Source: an optimization exercise on an open RTL-to-GDS flow (aim: small area, a short achievable clock period and few clock cycles per item). Production flows keep margins and buffers that such runs may drop. The RTL was checked by simulation tests, not by an equivalence proof against the original design. No driver is modelled on the clock port, so clocking that relies on it looks cheaper here than on a real chip.

== try-ember ==
## aes128_encr_round_ctrl
module aes128_encr_round_ctrl
#(
  parameter int NUM_ROUNDS = 10,
  parameter int RCNT_W     = 4
) (
  input  logic              clk,
  input  logic              rst,
  input  logic              in_valid,
  output logic              in_ready,
  input  logic [127:0]      plaintext,
  input  logic [127:0]      key,
  output logic              out_valid,
  input  logic              out_ready,
  output logic [127:0]      ciphertext
);
  if (NUM_ROUNDS != 10) begin : g_bad_rounds
    $error("aes128_encr_round_ctrl: NUM_ROUNDS must be 10 for AES-128");
  end
  if ((1 << RCNT_W) <= NUM_ROUNDS) begin : g_bad_rcnt_w
    $error("aes128_encr_round_ctrl: RCNT_W too narrow for NUM_ROUNDS");
  end
  localparam logic [RCNT_W-1:0] LAST_RND = RCNT_W'(NUM_ROUNDS);
  logic [127:0]      st_reg, k_reg, m_reg, km_reg, out_reg;
  logic [127:0]      rk_m, m_next, out_d, k_d;
  logic [31:0]       t_reg, t_next;
  logic [RCNT_W-1:0] s_nr, m_nr;
  logic              s_vld, s_park, s_old;
  logic              m_vld, m_park, m_old, m_wait, m_cont;
  logic              ov_q, nov_q, ir_q, nir_q;   
  logic              leave, park, acc;
  logic [RCNT_W-1:0] s_nr_d;
  logic              s_vld_d, s_park_d, s_old_d, m_old_d, m_wait_d, m_cont_d, ov_d, ir_d;
  logic              leave_n, park_n;
  assign t_next = aes_encr_pkg::sub_rot_word(k_reg[31:0]);
  assign m_next = aes_encr_pkg::shift_rows(aes_encr_pkg::sub_bytes(st_reg));
  aes128_key_expand_step u_key_expand (
    .rk      (km_reg),
  ...
Size: ~690 flip-flops, ~390 I/O pins, ~45,000 um^2 of cells after synthesis.
clock: 20.0 ns
lec_check: 0
cap_margin: 20
core_margin: 2
core_utilization: 30
slew_margin: 20
standard.sh (not shown) runs the stock make flow with config.mk's settings and CLKGATE_MAP_FILE= SYNTH_SCRIPT=/design/flow/synth_recipe.tcl, a recipe that flattens the netlist after the stock synthesis.
==> flow/flow/run.sh <==
#!/bin/bash
# Standard ORFS layout, except:
#  - synthesis maps the logic with an area-oriented ABC script (flow/abc.script)
#    instead of ORFS's abc_speed.script; registers are mapped before ABC runs, so
#    they are the standard synthesis's;
#  - ports are buffered with buf_1 (outputs: buf_2) instead of the resizer's default choice
#    (clkdlybuf4s50_1, a delay cell);
#  - timing repair aims at the extra setup and hold margins in flow/setup_margin.txt
#    and flow/hold_margin.txt, if any;
#  - outputs are placed on the top and bottom edges
#    (flow/pins.tcl);
#  - after global placement, the flip-flops that drive output ports are moved next
#    to their port buffers (flow/place_io_flops.tcl);
#  - before CTS, the registers that capture the S-box stage (m_reg, t_reg)
#    are taken off the clock net (flow/clock_detach.tcl), so that CTS builds its
#    tree for the other registers;
#  - after CTS, the clk port drives four root clock buffers, each driving a quarter
#    of the leaf clock buffers directly, in place of CTS's upper tree
#    (flow/clock_top.tcl); the S-box-stage registers get leaf buffers of their own,
#    fed from the roots through one clock delay cell per root: useful skew between
#    internal registers only (flow/clock_stage1.tcl).
set -euo pipefail
W=$PWD
export FLOW_ABC_SCRIPT=$W/flow/abc.script
sed 's|log_cmd abc {\*}$abc_args|log_cmd abc -script $::env(FLOW_ABC_SCRIPT) {*}[lrange $abc_args 2 end]|' \
  "$FLOW_HOME/scripts/synth.tcl" > "$W/synth_core.tcl"
grep -q FLOW_ABC_SCRIPT "$W/synth_core.tcl"
sed "s|source \$::env(SCRIPTS_DIR)/synth.tcl|source $W/synth_core.tcl|" synth_recipe.tcl > "$W/synth_abc.tcl"
grep -q synth_core.tcl "$W/synth_abc.tcl"
bash standard.sh synth SYNTH_SCRIPT="$W/synth_abc.tcl" > "$W/synth.log" 2>&1
EXTRA=(BUFFER_PORTS_ARGS="-buffer_cell sky130_fd_sc_hd__buf_1" CTS_CLUSTER_SIZE=25 CTS_CLUSTER_DIAMETER=100 CORE_UTILIZATION=65 PLACE_DENSITY=0.8 PRE_IO_PLACEMENT_TCL="$W/flow/pins.tcl" POST_GLOBAL_PLACE_TCL="$W/flow/place_io_flops.tcl" PRE_CTS_TCL="$W/flow/clock_detach.tcl" POST_CTS_TCL="$W/flow/post_cts.tcl")
if [[ -s flow/setup_margin.txt ]]; then
  EXTRA+=(SETUP_SLACK_MARGIN="$(cat flow/setup_margin.txt)")
fi
if [[ -s flow/hold_margin.txt ]]; then
  EXTRA+=(HOLD_SLACK_MARGIN="$(cat flow/hold_margin.txt)")
fi
bash standard.sh finish "${EXTRA[@]}" > "$W/layout.log" 2>&1
==> flow/flow/pins.tcl <==
# Before pin placement: outputs on the top and bottom edges (inputs anywhere), so that
# the output registers and buffers have room next to their pins.
set outs_b {}; set outs_t {}
foreach bt [[ord::get_db_block] getBTerms] {
  set n [$bt getName]
  if {[$bt getIoType] eq "OUTPUT"} {
    if {[regexp {^ciphertext\[([0-9]+)\]$} $n -> i]} {
      if {$i < 64} { lappend outs_b $n } else { lappend outs_t $n }
    } elseif {$n eq "out_valid"} { lappend outs_b $n } else { lappend outs_t $n }
  }
}
set_io_pin_constraint -pin_names $outs_b -region bottom:*
set_io_pin_constraint -pin_names $outs_t -region top:*
puts "pins: [llength $outs_b] + [llength $outs_t] outputs on bottom/top"
==> flow/flow/place_io_flops.tcl <==
# After global placement: make each output port's buffer a buf_2, move it to its pin
# and move the flip-flop that drives it onto it, so that both sit next to the pin.
# They are then legalized and marked FIRM, so that later placement steps leave them
# there.
set block [ord::get_db_block]
set core [$block getCoreArea]
set moved 0
set io_cells {}
foreach bterm [$block getBTerms] {
  if {[$bterm getIoType] ne "OUTPUT"} { continue }
  set net [$bterm getNet]
  if {$net eq "NULL"} { continue }
  set buf ""
  foreach it [$net getITerms] {
    if {[$it isOutputSignal]} { set buf [$it getInst] }
  }
  if {$buf eq ""} { continue }
  set ff ""
  foreach it [$buf getITerms] {
    if {![$it isInputSignal]} { continue }
    set in_net [$it getNet]
    if {$in_net eq "NULL"} { continue }
    foreach it2 [$in_net getITerms] {
      if {[$it2 isOutputSignal]} { set ff [$it2 getInst] }
    }
  }
  if {$ff eq ""} { continue }
  if {![[$ff getMaster] isSequential]} { continue }
  replace_cell [$buf getName] sky130_fd_sc_hd__buf_2
  set pb [$bterm getBBox]
  set x [expr {min(max(([$pb xMin] + [$pb xMax]) / 2, [$core xMin]), [$core xMax] - 5000)}]
  set y [expr {min(max(([$pb yMin] + [$pb yMax]) / 2, [$core yMin]), [$core yMax] - 5000)}]
  $buf setLocation $x $y
  $ff setLocation $x $y
  lappend io_cells $buf $ff
  incr moved
}
detailed_placement
foreach c $io_cells { $c setPlacementStatus FIRM }
puts "place_io_flops: moved $moved output flip-flops next to their port buffers"
Other scripts of this flow, unchanged in this note and not shown: flow/flow/abc.script, flow/flow/clock_detach.tcl, flow/flow/clock_stage1.tcl, flow/flow/clock_top.tcl, flow/flow/post_cts.tcl
try-ember: done, clean on timing, DRC and antenna
Testbench counts of try-ember, summed over its fixed seeds: cycles 3,880, items 384.
#### Input delta (try-violet over try-ember)
diff --git a/flow/flow/run.sh b/flow/flow/run.sh
--- a/flow/flow/run.sh
+++ b/flow/flow/run.sh
@@ -9,3 +9,3 @@
 #    and flow/hold_margin.txt, if any;
-#  - outputs are placed on the top and bottom edges
+#  - outputs are placed on the top and bottom edges, inputs on the left and right
 #    (flow/pins.tcl);
==> flow/flow/pins.tcl <==
# Before pin placement: outputs on the top and bottom edges, inputs on the left and
# right edges, so that the output registers and buffers have room next to their pins.
set outs_b {}; set outs_t {}; set ins_l {}; set ins_r {}
foreach bt [[ord::get_db_block] getBTerms] {
  set n [$bt getName]
  if {[$bt getIoType] eq "OUTPUT"} {
    if {[regexp {^ciphertext\[([0-9]+)\]$} $n -> i]} {
      if {$i < 64} { lappend outs_b $n } else { lappend outs_t $n }
    } elseif {$n eq "out_valid"} { lappend outs_b $n } else { lappend outs_t $n }
  } else {
    if {[string match "plaintext*" $n]} { lappend ins_l $n } else { lappend ins_r $n }
  }
}
set_io_pin_constraint -pin_names $outs_b -region bottom:*
set_io_pin_constraint -pin_names $outs_t -region top:*
set_io_pin_constraint -pin_names $ins_l -region left:*
set_io_pin_constraint -pin_names $ins_r -region right:*
puts "pins: [llength $outs_b] + [llength $outs_t] outputs on bottom/top, [llength $ins_l] + [llength $ins_r] inputs on left/right"
diff --git a/flow/flow/place_io_flops.tcl b/flow/flow/place_io_flops.tcl
--- a/flow/flow/place_io_flops.tcl
+++ b/flow/flow/place_io_flops.tcl
@@ -2,4 +2,3 @@
 # and move the flip-flop that drives it onto it, so that both sit next to the pin.
-# They are then legalized and marked FIRM, so that later placement steps leave them
-# there.
+# Detailed placement then legalizes them.
 set block [ord::get_db_block]
@@ -7,3 +6,2 @@
 set moved 0
-set io_cells {}
 foreach bterm [$block getBTerms] {
@@ -34,7 +32,4 @@
   $ff setLocation $x $y
-  lappend io_cells $buf $ff
   incr moved
 }
-detailed_placement
-foreach c $io_cells { $c setPlacementStatus FIRM }
 puts "place_io_flops: moved $moved output flip-flops next to their port buffers"
==> run summary <==
try-violet: aborted in 3_2_place_iop (tool error). From try-ember to try-violet, post-synthesis area per instance did not move at all. Summary of try-violet over try-ember: fraction of the mapped netlist area in compound gates essentially unchanged; portion of the post-synthesis area used by sequential elements barely changed.
Here is what was changed in the inputs of try-maple compared with try-violet.
diff --git a/flow/flow/run.sh b/flow/flow/run.sh
--- a/flow/flow/run.sh
+++ b/flow/flow/run.sh
@@ -9,4 +9,2 @@
 #    and flow/hold_margin.txt, if any;
-#  - outputs are placed on the top and bottom edges, inputs on the left and right
-#    (flow/pins.tcl);
 #  - after global placement, the flip-flops that drive output ports are moved next
@@ -30,3 +28,3 @@
 bash standard.sh synth SYNTH_SCRIPT="$W/synth_abc.tcl" > "$W/synth.log" 2>&1
-EXTRA=(BUFFER_PORTS_ARGS="-buffer_cell sky130_fd_sc_hd__buf_1" CTS_CLUSTER_SIZE=25 CTS_CLUSTER_DIAMETER=100 CORE_UTILIZATION=65 PLACE_DENSITY=0.8 PRE_IO_PLACEMENT_TCL="$W/flow/pins.tcl" POST_GLOBAL_PLACE_TCL="$W/flow/place_io_flops.tcl" PRE_CTS_TCL="$W/flow/clock_detach.tcl" POST_CTS_TCL="$W/flow/post_cts.tcl")
+EXTRA=(BUFFER_PORTS_ARGS="-buffer_cell sky130_fd_sc_hd__buf_1" CTS_CLUSTER_SIZE=25 CTS_CLUSTER_DIAMETER=100 CORE_UTILIZATION=65 PLACE_DENSITY=0.8 POST_GLOBAL_PLACE_TCL="$W/flow/place_io_flops.tcl" PRE_CTS_TCL="$W/flow/clock_detach.tcl" POST_CTS_TCL="$W/flow/post_cts.tcl")
 if [[ -s flow/setup_margin.txt ]]; then
removed: flow/flow/pins.tcl
## What came out
Looking at the reports, try-maple completed the entire flow and the layout it produced met the timing, design-rule and antenna checks. try-maple against try-violet: count of mapped cells out of synthesis did not really move, synthesized area did not really move, synthesized-area fraction occupied by adder cells did not really move.
Setup changes, try-maple to try-onyx
diff --git a/flow/flow/run.sh b/flow/flow/run.sh
--- a/flow/flow/run.sh
+++ b/flow/flow/run.sh
@@ -9,2 +9,4 @@
 #    and flow/hold_margin.txt, if any;
+#  - outputs are placed on the top and bottom edges
+#    (flow/pins.tcl);
 #  - after global placement, the flip-flops that drive output ports are moved next
@@ -28,3 +30,3 @@
 bash standard.sh synth SYNTH_SCRIPT="$W/synth_abc.tcl" > "$W/synth.log" 2>&1
-EXTRA=(BUFFER_PORTS_ARGS="-buffer_cell sky130_fd_sc_hd__buf_1" CTS_CLUSTER_SIZE=25 CTS_CLUSTER_DIAMETER=100 CORE_UTILIZATION=65 PLACE_DENSITY=0.8 POST_GLOBAL_PLACE_TCL="$W/flow/place_io_flops.tcl" PRE_CTS_TCL="$W/flow/clock_detach.tcl" POST_CTS_TCL="$W/flow/post_cts.tcl")
+EXTRA=(BUFFER_PORTS_ARGS="-buffer_cell sky130_fd_sc_hd__buf_1" CTS_CLUSTER_SIZE=25 CTS_CLUSTER_DIAMETER=100 CORE_UTILIZATION=65 PLACE_DENSITY=0.8 PRE_IO_PLACEMENT_TCL="$W/flow/pins.tcl" POST_GLOBAL_PLACE_TCL="$W/flow/place_io_flops.tcl" PRE_CTS_TCL="$W/flow/clock_detach.tcl" POST_CTS_TCL="$W/flow/post_cts.tcl")
 if [[ -s flow/setup_margin.txt ]]; then
==> flow/flow/pins.tcl (new file) <==
# Before pin placement: outputs on the top and bottom edges (inputs anywhere), so that
# the output registers and buffers have room next to their pins.
set outs_b {}; set outs_t {}
foreach bt [[ord::get_db_block] getBTerms] {
  set n [$bt getName]
  if {[$bt getIoType] eq "OUTPUT"} {
    if {[regexp {^ciphertext\[([0-9]+)\]$} $n -> i]} {
      if {$i < 64} { lappend outs_b $n } else { lappend outs_t $n }
    } elseif {$n eq "out_valid"} { lappend outs_b $n } else { lappend outs_t $n }
  }
}
set_io_pin_constraint -pin_names $outs_b -region bottom:*
set_io_pin_constraint -pin_names $outs_t -region top:*
puts "pins: [llength $outs_b] + [llength $outs_t] outputs on bottom/top"
Results
Higher number of vias per cell among try-maple and try-onyx: try-onyx
Compare try-maple and try-onyx | number of DRC violations after detailed-routing iteration 0 lower: try-maple
Delta (try-onyx minus try-maple): antenna diode instance count went up by 1, signed area change from the synthesized netlist to the final layout has decreased.

==> static timing again, ports no longer ideal <==
How much do the figures lean on ideal ports? The routed layouts below were timed once more, with nothing changed but the port constraints.
Step 1 (the two cells are an assumption about what drives the block):
set clk [get_ports {clk}]
set_driving_cell -lib_cell sky130_fd_sc_hd__clkbuf_16 $clk
set_driving_cell -lib_cell sky130_fd_sc_hd__buf_2 [delete_from_list [all_inputs] $clk]
Step 2, shift: input delay + t, output delay - t, t = (earliest + latest rising clock arrival at the registers) / 2. This alone moves slack from input paths to output paths.
Slacks: no drivers / after step 1 / after step 2; pairs: no drivers / after step 1.
run | t, ns | setup slack, ns | worst hold slack (ns) | clock arrival spread, ns | worst data-port slew with drivers (ns)
try-ember | 0.887 | 14.995 / 14.853 / 14.297 | 0.199 / 0.199 / 0.199 | 0.790 / 0.790 | 0.09
try-maple | 0.882 | 15.000 / 14.860 / 14.544 | 0.176 / 0.177 / 0.177 | 0.777 / 0.776 | 0.07
try-onyx | 0.882 | 14.988 / 14.844 / 14.291 | 0.214 / 0.214 / 0.214 | 0.777 / 0.776 | 0.08
In every run listed the clock reaches the registers at very different times; t lies between them, and the last value is a rough guide only. For try-ember, which loses most, drivers alone change the setup slack by -0.142 ns; drivers and shift together by -0.698 ns.
